From an optimization exercise on the open Yosys and OpenROAD flow, aimed at small area; shortcuts taken in it are not production practice.
Function was checked by simulation only, so behaviour that the tests miss may differ from the original.
Power is estimated from default activity; no workload was simulated. The flow treats the clock pin as an ideal source, which a real chip does not have.

before:
==> flow/design.v <==
`timescale 1ns/1ps
package hash_pkg;
  localparam logic [1:0] OP_NOP    = 2'd0;
  localparam logic [1:0] OP_SEARCH = 2'd1;
  localparam logic [1:0] OP_INSERT = 2'd2;
  localparam logic [1:0] OP_DELETE = 2'd3;
  localparam logic [2:0] RES_MISS     = 3'd0;   
  localparam logic [2:0] RES_FOUND    = 3'd1;
  localparam logic [2:0] RES_INSERTED = 3'd2;   
  localparam logic [2:0] RES_UPDATED  = 3'd3;   
  localparam logic [2:0] RES_FULL     = 3'd4;
  localparam logic [2:0] RES_DELETED  = 3'd5;
  localparam int KEY_WIDTH       = 16;
  localparam int VAL_WIDTH       = 16;
  localparam int NUM_SLOTS       = 4;
  localparam int SLOT_WIDTH      = KEY_WIDTH + VAL_WIDTH;   
  localparam int LINE_WIDTH      = NUM_SLOTS * SLOT_WIDTH;   
  localparam int SLOT_SEL_WIDTH  = $clog2(NUM_SLOTS);
  localparam int MAX_INDEX_WIDTH = 8;
  localparam int CTX_INDEX_LSB = 0;
  localparam int CTX_DATA_LSB  = MAX_INDEX_WIDTH;
  localparam int CTX_KEY_LSB   = CTX_DATA_LSB + VAL_WIDTH;
  localparam int CTX_OP_LSB    = CTX_KEY_LSB + KEY_WIDTH;
  localparam int CTX_WIDTH     = CTX_OP_LSB + 2;
  localparam int RESULT_WIDTH = 3 + VAL_WIDTH;
endpackage
`timescale 1ns/1ps
module process_engine (
  input  logic        clock,
  input  logic        reset,
  input  logic        input_valid,
  input  logic [1:0]  opcode,
  input  logic [15:0] key,
  input  logic [15:0] wr_data,
  output logic        stall,
  output logic        output_valid,
  output logic [15:0] val_out,
  output logic [2:0]  rescode
);
  localparam int SW = 29;
  localparam int NS = 4;
  localparam int LW = NS * SW;
  localparam int NB = 16;
  logic [LW-1:0] ring [NB];
  logic [3:0]    phase;      
  logic          sweeping;   
  logic          h_valid;
  logic [1:0]    h_op;
  logic [3:0]    h_hash;
  logic [11:0]   h_key;
  logic          h_key_zero;   
  logic [15:0]   h_data;
  logic          is_insert, is_delete;
  logic [NS-1:0] v, m;
  logic          any_hit, any_free, ok_now, fire, we;
  logic [2:0]    code;
  logic [SW-1:0] slot0;
  assign is_insert  = (h_op == 2'd2);
  assign h_key_zero = (h_hash == 4'd0) && (h_key == 12'd0);
  assign is_delete  = (h_op == 2'd3);
  always_comb begin
    for (int s = 0; s < NS; s++) begin
      v[s] = ring[0][s*SW] && !sweeping;
      m[s] = v[s] && (ring[0][s*SW+1 +: 12] == h_key);
    end
  end
  assign any_hit  = |m;
  assign any_free = !(&v);
  always_comb begin
    if (any_hit)                                   ok_now = m[0];
    else if (is_insert && any_free && !h_key_zero) ok_now = !v[0];
    else                                           ok_now = 1'b1;
  end
  assign fire  = h_valid && (phase == h_hash) && ok_now;
  assign stall = h_valid && !fire;
  assign we    = fire && ((is_insert && (any_hit || (any_free && !h_key_zero))) ||
                          (is_delete && any_hit));
  always_comb begin
    case (h_op)
      2'd1:    code = any_hit ? 3'd1 : 3'd0;
      2'd2:    code = any_hit ? 3'd3 : (any_free ? 3'd2 : 3'd4);
      2'd3:    code = any_hit ? 3'd5 : 3'd0;
      default: code = 3'd0;
    endcase
  end
  assign slot0[0]       = we ? !is_delete : v[0];
  assign slot0[1 +: 28] = we ? {h_data, h_key} : ring[0][1 +: 28];
  always_ff @(posedge clock) begin
    for (int i = 0; i < NB - 1; i++) begin
      ring[i] <= ring[i+1];
    end
    for (int s = 1; s < NS; s++) begin
      ring[NB-1][(s-1)*SW]          <= v[s];
      ring[NB-1][(s-1)*SW+1 +: 28]  <= ring[0][s*SW+1 +: 28];
    end
    ring[NB-1][(NS-1)*SW +: SW] <= slot0;
  end
  always_ff @(posedge clock) begin
    if (reset) begin
      phase        <= 4'd0;
      sweeping     <= 1'b1;
      h_valid      <= 1'b0;
    end else begin
      phase        <= phase + 4'd1;
      if (&phase) sweeping <= 1'b0;
      if (!stall) h_valid <= input_valid && (opcode != 2'd0);
    end
  end
  always_ff @(posedge clock) begin
    if (!stall) begin
      h_op       <= opcode;
      h_hash     <= key[3:0] ^ key[7:4] ^ key[11:8] ^ key[15:12];
      h_key      <= key[11:0];
      h_data     <= wr_data;
    end
  end
  assign output_valid = fire;
  assign rescode      = code;
  assign val_out      = ((h_op == 2'd1) && m[0]) ? ring[0][13 +: 16] : 16'd0;
endmodule
export LEC_CHECK = 0
export ABC_AREA = 0
export CAP_MARGIN = 20
export CORE_MARGIN = 2
export CORE_UTILIZATION = 70
export SLEW_MARGIN = 20
create_clock -name core_clock -period 5.0 [get_ports {clock}]
standard.sh (not shown) runs the stock make flow with config.mk's settings and CLKGATE_MAP_FILE= SYNTH_SCRIPT=/design/flow/synth_recipe.tcl, a recipe that flattens the netlist after the stock synthesis.
==> flow/flow/run.sh <==
#!/bin/bash
# The standard layout with our own clock tree settings (no dummy loads,
# large leaf clusters), drive-1 port buffers, and combinational cells sized
# down after floorplan so that the repair steps size up only what needs it
set -euo pipefail
export CTS_ARGS="-sink_clustering_enable -repair_clock_nets -dont_use_dummy_load -buf_list \"sky130_fd_sc_hd__clkbuf_8 sky130_fd_sc_hd__clkbuf_16\" -sink_clustering_size 34 -sink_clustering_max_diameter 60 -root_buf sky130_fd_sc_hd__clkbuf_8 -tree_buf sky130_fd_sc_hd__clkbuf_8 -sink_clustering_buffer sky130_fd_sc_hd__clkbuf_16"
export BUFFER_PORTS_ARGS="-buffer_cell sky130_fd_sc_hd__buf_1"
export POST_FLOORPLAN_TCL="$PWD/flow/downsize.tcl"
bash standard.sh > standard_flow.log 2>&1
==> flow/flow/downsize.tcl <==
# Size combinational cells down to drive 1 where the library has that size;
# the later repair steps size up whatever timing, slew or load needs.
set downsized 0
foreach inst [get_cells *] {
  set cell [get_property $inst ref_name]
  if {[regexp {^(sky130_fd_sc_hd__([a-z0-9]+))_([0-9]+)$} $cell -> base kind size]} {
    if {$size > 1 && ![regexp {^(df|edf|sdf|dl|clk|conb|tap|fill|decap|diode|ha|fa|lpflow)} $kind]} {
      set lc [get_lib_cells -quiet */${base}_1]
      if {[llength $lc] > 0} {
        replace_cell $inst ${base}_1
        incr downsized
      }
    }
  }
}
puts "downsized $downsized cells"
--- input diff before..after ---
==> flow/design.v, changed modules only <==
module process_engine (
  input  logic        clock,
  input  logic        reset,
  input  logic        input_valid,
  input  logic [1:0]  opcode,
  input  logic [15:0] key,
  input  logic [15:0] wr_data,
  output logic        stall,
  output logic        output_valid,
  output logic [15:0] val_out,
  output logic [2:0]  rescode
);
  localparam int SW = 29;
  localparam int NS = 4;
  localparam int LW = NS * SW;
  localparam int NB = 16;
  logic [LW-1:0] ring [NB];
  logic [3:0]    phase;      
  logic          sweeping;   
  logic [3:0]    hash;
  logic          key_zero;
  logic          is_insert, is_delete;
  logic [NS-1:0] v, m;
  logic          any_hit, any_free, ok_now, fire, we;
  logic [2:0]    code;
  logic [SW-1:0] slot0;
  assign hash      = key[3:0] ^ key[7:4] ^ key[11:8] ^ key[15:12];
  assign key_zero  = (key == 16'd0);
  assign is_insert = (opcode == 2'd2);
  assign is_delete = (opcode == 2'd3);
  always_comb begin
    for (int s = 0; s < NS; s++) begin
      v[s] = ring[0][s*SW] && !sweeping;
      m[s] = v[s] && (ring[0][s*SW+1 +: 12] == key[11:0]);
    end
  end
  assign any_hit  = |m;
  assign any_free = !(&v);
  always_comb begin
    if (any_hit)                                 ok_now = m[0];
    else if (is_insert && any_free && !key_zero) ok_now = !v[0];
    else                                         ok_now = 1'b1;
  end
  assign stall = !((phase == hash) && ok_now);
  assign fire  = input_valid && !stall && (opcode != 2'd0);
  assign we    = fire && ((is_insert && (any_hit || (any_free && !key_zero))) ||
                          (is_delete && any_hit));
  always_comb begin
    case (opcode)
      2'd1:    code = any_hit ? 3'd1 : 3'd0;
      2'd2:    code = any_hit ? 3'd3 : (any_free ? 3'd2 : 3'd4);
      2'd3:    code = any_hit ? 3'd5 : 3'd0;
      default: code = 3'd0;
    endcase
  end
  assign slot0[0]      = we ? !is_delete : v[0];
  assign slot0[1 +: 28] = we ? {wr_data, key[11:0]} : ring[0][1 +: 28];
  always_ff @(posedge clock) begin
    for (int i = 0; i < NB - 1; i++) begin
      ring[i] <= ring[i+1];
    end
    for (int s = 1; s < NS; s++) begin
      ring[NB-1][(s-1)*SW]          <= v[s];
      ring[NB-1][(s-1)*SW+1 +: 28]  <= ring[0][s*SW+1 +: 28];
    end
    ring[NB-1][(NS-1)*SW +: SW] <= slot0;
  end
  always_ff @(posedge clock) begin
    if (reset) begin
      phase        <= 4'd0;
      sweeping     <= 1'b1;
      output_valid <= 1'b0;
    end else begin
      phase        <= phase + 4'd1;
      if (&phase) sweeping <= 1'b0;
      output_valid <= fire;
    end
  end
  always_ff @(posedge clock) begin
    rescode <= code;
  end
  assign val_out = (rescode == 3'd1) ? ring[NB-1][(NS-1)*SW+13 +: 16] : 16'd0;
endmodule
[summary]
- Share of the clock period used by the worst path after layout: after vs before down 8.0 points
- On utilization, before and after are neck and neck.
- Of the two values seen for endpoint of the most critical setup path, val_out[13] was produced by before and stall by after.
- Summary of after over before: routed wire length went down by about 1.4%; total half-perimeter wirelength after legalization and detailed placement went down by about 5%; clock power share went down by 0.2 points.
- The detailed-route DRC error count was comparable across before and after.
- In after, the critical path depth came out 2 above the value in before.
- Going from before to after, last weighted congestion value of the routability-driven placer shrank by a few percent.

[separate check: timing with driven ports]
The results above use ideal ports. As a check the final layouts listed here were re-extracted and re-timed, cells and wires unchanged.
Step 1: set_driving_cell puts a clkbuf_16 on clock and a buf_2 on each other input, an assumption about the parent block.
Step 2 adds t to the input delays and takes it off the output delays; t is the mean of the earliest and latest rising clock arrival at the registers after step 1. Input paths then give back, and output paths get back, about the clock's delay inside the block.
Slacks: no drivers / after step 1 / after step 2; pairs: no drivers / after step 1.
run | t (ns) | setup slack, ns | hold slack, ns | clock arrival spread, ns | worst slew at a driven data input, ns
before | 0.744 | 0.746 / 0.687 / 1.431 | 0.288 / 0.288 / 0.288 | 0.081 / 0.081 | 0.08
after | 0.821 | 1.147 / 1.121 / 0.753 | 0.294 / 0.294 / 0.294 | 0.050 / 0.050 | 0.04
After both steps every run listed still meets setup and hold. The setup slack of after, which loses most, moves by -0.026 ns with the drivers and by -0.394 ns with both steps.
